This is an optimization exercise on Yosys and OpenROAD, whose aim is small area, a short achievable clock period and few clock cycles per item, not a production implementation. At most, simulation tests tie the RTL to the original design; equivalence was not proved. Power figures rest on the tool's default switching activity, not on a simulated workload.

Setup of rev 12:
// huff_top
module huff_top
(
  input  logic       clk,
  input  logic       rst,
  input  logic       sym_req,
  input  logic [3:0] sym,
  output logic       sym_ack,
  output logic       table_start,
  output logic       table_valid,
  output logic       table_bit,
  output logic       table_done
);
  localparam logic [8:0] WMAX = 9'h1FF;         
  localparam logic [1:0] M_INIT = 2'd0;         
  localparam logic [1:0] M_COLL = 2'd1;         
  localparam logic [1:0] M_WAIT = 2'd2;         
  localparam logic [1:0] M_BLD  = 2'd3;         
  logic [1:0] mode;
  logic [3:0] p;                                
  logic       first;                            
  logic       last_p;                           
  logic [3:0] rnd;                              
  logic [7:0] blk;                              
  logic       take;
  logic       wrdy;                             
  logic       bld_end;                          
  logic       merged;                           
  logic [3:0] symq;                             
  logic       tq;                               
  assign last_p  = (p == 4'd9);
  assign take    = sym_req & ~sym_ack & (mode == M_COLL);
  assign merged  = (mode == M_BLD) & (rnd != 4'd0);
  assign bld_end = (mode == M_BLD) & last_p & (rnd == 4'd8);
  logic [8:0] w  [10];
  logic [2:0] sm [10];                          
  logic [3:0] n;                                
  logic [3:0] n3;                               
  logic [2:0] sm_n3;
  logic [2:0] smq;                              
  assign n  = last_p ? 4'd0 : p + 4'd1;
  always_comb
  begin
    sm_n3 = '0;
    for (int i = 0; i < 10; i++)
      if (n3 == 4'(i))
        sm_n3 = sm[i];
  end
  ...
Size in the first run: roughly 990 cells after synthesis, roughly 300 flip-flops, about 12 I/O pins, about 0.011 mm2 of cells after synthesis.
make LEC_CHECK=0 CAP_MARGIN=20 CORE_MARGIN=2 CORE_UTILIZATION=40 PLACE_DENSITY=0.6 SETUP_SLACK_MARGIN=2.5 SLEW_MARGIN=20 finish   # period 5.0 ns
run.sh (not shown) runs the stock make flow with config.mk's settings and CLKGATE_MAP_FILE= SYNTH_SCRIPT=/design/flow/synth_recipe.tcl, a recipe that flattens the netlist after the stock synthesis.
The following lists how rev 13 was set up differently from rev 12:
# rev 12
export LEC_CHECK = 0
export CAP_MARGIN = 20
export CORE_MARGIN = 2
export CORE_UTILIZATION = 40
export PLACE_DENSITY = 0.6
export SETUP_SLACK_MARGIN = 2.5
export SLEW_MARGIN = 20
create_clock -name core_clock -period 5.0 [get_ports {clk}]
# rev 13
export LEC_CHECK = 0
export CAP_MARGIN = 20
export CORE_MARGIN = 2
export CORE_UTILIZATION = 40
export CTS_BUF_LIST = sky130_fd_sc_hd__clkbuf_8
export CTS_CLUSTER_DIAMETER = 50
export CTS_CLUSTER_SIZE = 16
export PLACE_DENSITY = 0.6
export SETUP_SLACK_MARGIN = 3.0
export SLEW_MARGIN = 20
create_clock -name core_clock -period 5.0 [get_ports {clk}]
### Flow results
- The higher core utilization of rev 12 and rev 13 is in rev 13.
- Max cell count of the worst reg-to-reg path across rev 12 and rev 13: rev 13
- [compare] base=rev 12 new=rev 13: part of the power in the clock network lost 9.5 points; cell area after synthesis comparable; relative area change from synthesis to final layout rose 2.2 points.
- For the overall power consumption, rev 13 came in 8.2% lower than rev 12 did.
- The standard cells in rev 13 occupy more silicon area than those in rev 12 do.
- Reported for rev 12 and rev 13, sequential cell count turned out identical to the last digit.
No run of this note included a check of the RTL's function; only the layout flow was run.


== P ==
Another version of the RTL of huff_top (not shown whole).
Size in the first run: about 940 cells after synthesis, roughly 290 flip-flops, ~12 I/O pins, about 11000 sq um of cells after synthesis.
// huff_top
module huff_top
(
  input  logic       clk,
  input  logic       rst,
  input  logic       sym_req,
  input  logic [3:0] sym,
  output logic       sym_ack,
  output logic       table_start,
  output logic       table_valid,
  output logic       table_bit,
  output logic       table_done
);
clock: 5.0 ns
lec_check: 0
cap_margin: 20
core_margin: 2
core_utilization: 40
place_density: 0.6
setup_slack_margin: 2.0
slew_margin: 20
Testbench counts of P, summed over its fixed seeds: cycles 40,543, blocks 64.
Edits applied to the flow inputs when going from P to Q:
Settings: SETUP_SLACK_MARGIN now 2.7, was 2.0; CTS_BUF_LIST now sky130_fd_sc_hd__clkbuf_8, previously not set; CTS_CLUSTER_SIZE now 16, previously not set; CTS_CLUSTER_DIAMETER now 50, previously not set.
## What came out
Q ran to completion and came out clean on the timing, design-rule and antenna checks.
Changes observed in Q relative to P: clock-buffer cell count shows a reduction of 3, total power moved down.
Relative to P, relative contribution of the clock network to total power has decreased by 8.7 points in Q.
Q -> P: sequential share of layout area flat
Lower net switching fraction of the power was reported by P, not Q.
On Q: via-per-instance ratio is about 0.9% higher than what P gave.
Modified inputs, R compared to Q
Settings: a deleted CTS_CLUSTER_SIZE that had been 16; a change of SETUP_SLACK_MARGIN from 2.7 to 2.5; a deleted CTS_CLUSTER_DIAMETER that had been 50; a deleted CTS_BUF_LIST that had been sky130_fd_sc_hd__clkbuf_8.
Notes after the runs:
- R finished end to end and its layout was clean on timing, DRC and antenna.
- Q finished every step from synthesis to the final layout, and the layout passed the timing, design-rule and antenna checks.
- Reported for Q and R, distinct cell type count after synthesis turned out identical to the last digit.
- Switching component of the power ended up 0.000049 W lower on R than on Q.
- Compared with Q, in R clock network power share rose by 8.5 points, number of non-clock buffers in the layout fell by 18.
- Total power, Q and R, higher one = R.
- Final critical-path required period in R vs Q: up 0.13 ns
- R vs Q: global-route wire length before repair down
- Taking Q as 1.0, R lands at 0.65 on number of design-rule violations left by the first detailed-router iteration.
--- input diff R..S ---
Settings: PLACE_DENSITY: 0.6 -> 0.8; CORE_UTILIZATION: 40 -> 65.
Notes after the runs:
Diff R -> S: proportion of power drawn by the clock network -2.9 points, number of buffers outside the clock class in the layout +1.
Diff R -> S: register-to-register slack down 0.14 ns; total chip power decreased by about 3.3% relative to the old numbers; first-pass iteration count of the detailed router has increased; final estimated routing congestion in global placement saw an increase; count of placed standard cells in the final layout, fillers left out -123.
R → S: total buffers and inverters traversed by the critical path now sits higher; setup slack fell by 0.14 ns.
--- input diff S..T ---
Settings: CTS_CLUSTER_DIAMETER newly set to 50; CORE_UTILIZATION changed from 65 to 40; CTS_CLUSTER_SIZE newly set to 16; PLACE_DENSITY changed from 0.8 to 0.6; SETUP_SLACK_MARGIN changed from 2.5 to 2.9; CTS_BUF_LIST newly set to sky130_fd_sc_hd__clkbuf_8.
## What came out
Against S, T reports a area overhead of the layout relative to synthesis that is higher. Summary of T over S: overall via count from detail_route went up by 180, worst path setup slack after routing went up 0.24 ns, normalized max-slew margin saw a decrease. What T reported for cell area has to be multiplied by 0.922 to get the figure for S. [T] portion of the clock cycle consumed by the worst path in the final layout fell 4.7 points relative to S. The non-clock inverter total of the final layout in T was higher than what S gave. Compared with S, placement density in the core of T is lower.

static timing again, ports no longer ideal:
The flow's constraints put no driver on any port. The routed layouts listed below were extracted and timed again, unchanged, in two steps.
Step 1, drivers: a clkbuf_16 drives clk and a buf_2 each remaining input, both assumed.
Step 2 also shifts input and output timing later by t, the mid clock arrival at the registers, as if the neighbouring blocks saw the same clock.
Slacks: ideal / step 1 / step 2; pairs: ideal / step 1.
run	shift t [ns]	slack for setup (ns)	worst setup path at the end	latest minus earliest clock arrival (ns)	worst register clock-pin slew, ns
rev 12	0.591	2.604 / 2.557 / 2.625	register to register	0.021 / 0.021	0.07 / 0.07
rev 13	0.627	2.705 / 2.705 / 2.705	register to register	0.030 / 0.029	0.10 / 0.10
P	0.582	2.278 / 2.278 / 2.278	register to register	0.012 / 0.012	0.07 / 0.07
Q	0.609	2.730 / 2.730 / 2.730	register to register	0.032 / 0.033	0.10 / 0.10
R	0.581	2.602 / 2.575 / 2.602	register to register	0.012 / 0.012	0.07 / 0.07
S	0.577	2.461 / 2.461 / 2.461	register to register	0.021 / 0.020	0.07 / 0.07
T	0.562	2.698 / 2.698 / 2.698	register to register	0.025 / 0.025	0.10 / 0.10
After both steps setup and hold are still met in every run listed.
